Background: an optimization exercise with open tools, aiming at small area, a short achievable clock period and few clock cycles. Do not read the settings as production practice.
In this exercise RTL edits were held to simulation tests only and were not proved equivalent to the original.
Power figures rest on the tool's default switching activity, not on a simulated workload.

[run.sh]
#!/bin/bash
# synth_recipe.tcl (not shown) runs the flow's synth.tcl, then flattens the netlist and writes it again
# the make line also repeats each setting of config.mk as NAME=value (left out here)
make -C /OpenROAD-flow-scripts/flow DESIGN_CONFIG=/design/flow/config.mk WORK_HOME=/design/flow/orfs CLKGATE_MAP_FILE= SYNTH_SCRIPT=/design/flow/synth_recipe.tcl finish
[config.mk]
export PLATFORM = sky130hd
export DESIGN_NAME = axil_slave_regfile
export DESIGN_NICKNAME = axil_slave_regfile
export VERILOG_FILES = /design/flow/design.v
export SDC_FILE = /design/flow/constraint.sdc
export NUM_CORES = 4
export LEC_CHECK = 0
export CAP_MARGIN = 20
export CORE_MARGIN = 2
export CORE_UTILIZATION = 40
export SLEW_MARGIN = 20
[design.v]
module axil_slave_regfile #(
  parameter int DATA_WIDTH = 32,
  parameter int ADDR_WIDTH = 8,
  parameter int NUM_REGS   = 32
) (
  input  logic                    clk,
  input  logic                    rst,
  input  logic [ADDR_WIDTH-1:0]   awaddr,
  input  logic                    awvalid,
  output logic                    awready,
  input  logic [DATA_WIDTH-1:0]   wdata,
  input  logic [DATA_WIDTH/8-1:0] wstrb,
  input  logic                    wvalid,
  output logic                    wready,
  output logic [1:0]              bresp,
  output logic                    bvalid,
  input  logic                    bready,
  input  logic [ADDR_WIDTH-1:0]   araddr,
  input  logic                    arvalid,
  output logic                    arready,
  output logic [DATA_WIDTH-1:0]   rdata,
  output logic [1:0]              rresp,
  output logic                    rvalid,
  input  logic                    rready
);
  localparam int IW = $clog2(NUM_REGS);
  localparam int XW = ADDR_WIDTH - 2;
  localparam bit SLVERR = 1'b0;
  typedef enum logic {R_IDLE, R_DATA} r_state_t;
  r_state_t r_state, r_next;
  logic en, aw_done, w_done;
  logic [XW-1:0] aw_idx, ar_idx;
  logic [DATA_WIDTH-1:0] w_data;
  logic [DATA_WIDTH/8-1:0] w_strb;
  logic [DATA_WIDTH-1:0] regs [NUM_REGS];
  logic aw_hs, w_hs, b_hs, ar_hs, r_hs, commit, w_ok, r_ok;
  logic unused_ok;
  assign awready = en & ~aw_done & ~bvalid;
  assign wready  = en & ~w_done & ~bvalid;
  assign arready = en & (r_state == R_IDLE);
  assign rvalid  = r_state == R_DATA;
  assign aw_hs   = awvalid & awready;
  assign w_hs    = wvalid & wready;
  assign b_hs    = bvalid & bready;
  assign ar_hs   = arvalid & arready;
  assign r_hs    = rvalid & rready;
  assign commit  = aw_done & w_done & ~bvalid;
  assign ar_idx  = araddr[ADDR_WIDTH-1:2];
  assign w_ok    = ~(SLVERR & ((aw_idx >> IW) != '0));
  assign r_ok    = ~(SLVERR & ((ar_idx >> IW) != '0));
  assign unused_ok = ^{awaddr[1:0], araddr[1:0]};
  always_comb begin
    r_next = (r_state == R_IDLE) ? (ar_hs ? R_DATA : R_IDLE) : (r_hs ? R_IDLE : R_DATA);
  end
  always_ff @(posedge clk) begin
    if (rst) r_state <= R_IDLE;
    else     r_state <= r_next;
  end
  always_ff @(posedge clk) begin
    if (rst) begin
      en      <= 1'b0;
      aw_done <= 1'b0;
      w_done  <= 1'b0;
      aw_idx  <= '0;
      w_data  <= '0;
      w_strb  <= '0;
      bvalid  <= 1'b0;
      bresp   <= 2'b00;
      rdata   <= '0;
      rresp   <= 2'b00;
      for (int i = 0; i < NUM_REGS; i++) regs[i] <= '0;
    end else begin
      en <= 1'b1;
      if (aw_hs) begin
        aw_done <= 1'b1;
        aw_idx  <= awaddr[ADDR_WIDTH-1:2];
      end
      if (w_hs) begin
        w_done <= 1'b1;
        w_data <= wdata;
        w_strb <= wstrb;
      end
      if (commit) begin
        bvalid <= 1'b1;
        bresp  <= w_ok ? 2'b00 : 2'b10;
        for (int b = 0; b < DATA_WIDTH/8; b++)
          if (w_ok & w_strb[b]) regs[aw_idx[IW-1:0]][8*b +: 8] <= w_data[8*b +: 8];
      end
      if (b_hs) begin
        bvalid  <= 1'b0;
        aw_done <= 1'b0;
        w_done  <= 1'b0;
      end
      if (ar_hs) begin
        rdata <= r_ok ? regs[ar_idx[IW-1:0]] : '0;
        rresp <= r_ok ? 2'b00 : 2'b10;
      end
    end
  end
endmodule
[constraint.sdc]
create_clock -name core_clock -period 4.0 [get_ports {clk}]
set_input_delay 0.8000 -clock core_clock [delete_from_list [all_inputs] [get_ports {clk}]]
set_output_delay 0.8000 -clock core_clock [all_outputs]
set_load 0.01 [all_outputs]
==> impl_metrics.yaml <==
drt:
  viasPerCell: 5.35
  ant_nets: 0
  m1WireLength_um: 58800
  firstDrtPassIters: 7
  wl_met3_um: 7800
  drt_iter0_drc: 2473
  vias: 30300
  route.detailed.drc: 0
  routedWlPerCell_um: 23.7
  finalWirelength_um: 135000
  dr_wl_met2_um: 64100
  routed.top_layer: "met5"
timing:
  final.setup.tns_ns: 0
  fmax_mhz: 323
  drv_slew: 0
  rsz0062_at_grt: "false"
  fin_crit_sh: 0.774
  tightestPinTransition_ns: 1.07
  worst_clock_skew_ns: 0.0242
  min_period_ns: 3.09
  hold_violations: 0
  maxSlewHeadroom: 0.280
  setup_viol: 0
power_and_ir_drop:
  vdd_drop_max_mv: 0.374
  power_density_mw_per_mm2: 448
  p_leak_nw: 21.3
critical_path:
  crit_path_end_kind: "register"
  crit_path_max_fanout: 9
  criticalPathCategory: "register to register"
  worstPathRequired_ns: 4.41
  cp_data_arrival_time_ns: 3.50
  cp-start-kind: "register"
final_layout:
  drive_above_1_share: 0.0775
  nets: 3968
  design_area_mm2: 0.0570
  syn_to_final_growth_pct: 13.0
synthesis:
  synth.distinct_cells: 28
  synth-edff-count: 1024
  synth-adder-area-share: 0
  synth_seq_cells: 1102
  synth.area.top_cells: "edfxtp_1 (61%), and2_1 (13%), mux2i_1 (10%)"
  synth-main-ff-cell: "edfxtp_1"
  async_flop_share: 0
  synth.area.mux_share: 0.103
  synth_warnings: 1
  synth.cell_area_mm2: 0.0504
  syn_avg_cell_area_um2: 13.1
  yosys.area_share.simple: 0.153
  synth_top_family_by_area: "simple AND/OR/NAND/NOR gates"
  synth_compound_area_frac: 0.0739
  synth_top_area_frac: 0.610
  yosysTopAreaCell: "edfxtp_1"
  synth_xor_area_frac: 0
  synthCells: 3862
  synth-seq-area-share: 0.641
cts:
  clk_latency_ns: 0.71
  root_buffer: "clkbuf_16"
  cts_tree: "yes"
  post_cts_resized: 0
  cts-hold-fix-buffers: 0
  clkSinkCount: 1102
  cts_setup_buffers: 0
  ctsHtreeMaxLevel: 3
  clockBufferDepth: 3
  clk_pin_slew_worst_paths_ns: 0.06
  cts_made_buffers: 118
placed_design:
  dp_hpwl_um: 83900
  dpl_cell_area_mm2: 0.0532
  port-buffer-count: 89
  place_congestion: 0.790
floorplan:
  initial_core_util: 0.402
  rows: 130
  fp.dieH_um: 359
  core_area_mm2: 0.125
  die_w_um: 359
  dieArea_mm2: 0.129
  io_pins: 100
run:
  cap_violations: 0
outcome:
  status: "timing/DRC/antenna clean"
global_route:
  grt_pass1_wl_um: 197000
  grt_start_max_net_pins: 85
  track_usage: 0.205
  antenna_found_initial: 5
  grt_pass1_vias: 30000
  grt_overflow: 0
worst_hold_path:
  hp-class: "register to register"
[layout make-up]
class                           instances  area, um2
Sequential cell                      1102      32300
Inverter                                2       12.5
Clock buffer                          160       3200
Fill cell                           11100      68400
Clock inverter                         62        536
Multi-Input combinational cell       2468      16700
Tap cell                             1650       2060
Antenna cell                            4       10.0
Timing Repair Buffer                  217       2130
[report_power, final]
part           total, mW  leakage (nW)  switching (mW)  internal (mW)
logic               1.75          8.29            1.16          0.586
clock network       10.7          1.84            4.51           6.16
registers           13.1          11.2           0.148           13.0
[critical path: stages, from the launching register on]
cell and delay (ns):
dfxtp_1 0.63, nor3b_1 0.45, nand2_1 0.60, o21ai_0 0.81, buf_2 0.29
[cells in the mapped netlist, types with 8 or more instances]
cell,count
and2_1,1029
o21ai_0,160
a21oi_1,198
buf_6,12
nor2_1,140
buf_1,11
nand2_1,112
or4_1,32
buf_4,35
edfxtp_1,1024
dfxtp_1,78
mux2i_1,517
a22oi_1,256
clkbuf_1,221
buf_8,8
[per-stage QoR]
step                      power, mW   util  std cells  setup WS, ns  hold WS, ns
after CTS                      25.7  0.454       5658         0.730        0.460
after detailed placement       15.1  0.424       5436         0.608        0.452
final                          25.5  0.454       5665         0.905        0.455
after floorplan                14.3      -       3865          1.21        0.437
after global placement         15.1  0.424       5424         0.626        0.448
after global routing           26.2  0.454       5662         0.799        0.482
[worst paths after layout]
check | slack [ns] | end | cells after the start | from
max | 0.91 | regs[19][19]$_SDFFCE_PN0P_ | 4 | aw_idx[1]$_SDFFE_PP0P_
max reg2reg | 0.91 | regs[19][19]$_SDFFCE_PN0P_ | 4 | aw_idx[1]$_SDFFE_PP0P_
min | 0.46 | w_data[23]$_SDFFE_PP0P_ | 2 | w_data[23]$_SDFFE_PP0P_
min reg2reg | 0.46 | w_data[23]$_SDFFE_PP0P_ | 2 | w_data[23]$_SDFFE_PP0P_
[cell families (layout without fill, tap and decap cells)]
kind of cell | count (synthesis) | count (layout)
AOI/OAI and AO/OA | 616 | 616
buffers and inverters | 295 | 441
DFF | 1102 | 1102
muxes | 518 | 518
other | 1 | 8
and+or+nand+nor | 1330 | 1330
[sequential cells by signal, summed over array words and instances (netlist names)]
register	count
w_data	32
regs	1024
en	1
w_done	1
bvalid	1
aw_idx	5
rdata	32
r_state	1
aw_done	1
w_strb	4
[cells in the final DEF (no fill, tap or decap), types with 5 or more instances in the layout]
cell type        synthesis  final
a21oi_1                198    198
a22oi_1                256    256
and2_1                1029   1026
buf_12                   3     24
buf_2                    0      5
buf_4                   35     97
bufinv_16                0      9
clkbuf_1               221     34
clkbuf_16                0    119
clkbuf_8                 0      7
clkdlybuf4s50_1          0     87
clkinv_1                 0     24
clkinv_2                 0     24
dfxtp_1                 78     78
edfxtp_1              1024   1024
inv_6                    0      5
mux2i_1                517    517
nand2_1                112    106
nand2_2                  0      6
nor2_1                 140    139
o21ai_0                160     70
o21ai_1                  0     90
or4_1                   32     32
[layer usage]
metal | global-route usage | up-vias
met2 | 0.336 | 876
met5 | 0 | -
met4 | 0.0582 | 2
li1 | - | 14100
met3 | 0.0356 | 201
met1 | 0.280 | 15100
Testbench counts, summed over its fixed seeds: cycles 3,848.

==> static timing again, ports no longer ideal <==
In the flow no input, the clock included, has a driving cell. The finished layout below was timed again as built, in two steps. Step 1: set_driving_cell puts a clkbuf_16 on clk and a buf_2 on each other input, an assumption about the parent block. Step 2 adds t to the input delays and takes it off the output delays; t is the mean of the earliest and latest rising clock arrival at the registers after step 1. Input paths then give back, and output paths get back, about the clock's delay inside the block. Slacks: ideal / step 1 / step 2; pairs: ideal / step 1.
t (ns): 0.770
setup WS [ns]: 0.905 / 0.905 / 0.583
worst hold slack (ns): 0.455 / 0.455 / 0.455
worst setup path at the end: input to register
latest minus earliest clock arrival (ns): 0.027 / 0.027
After both steps setup and hold are still met in this run. For this run, drivers alone change the setup slack by 0.000 ns; drivers and shift together by -0.322 ns.
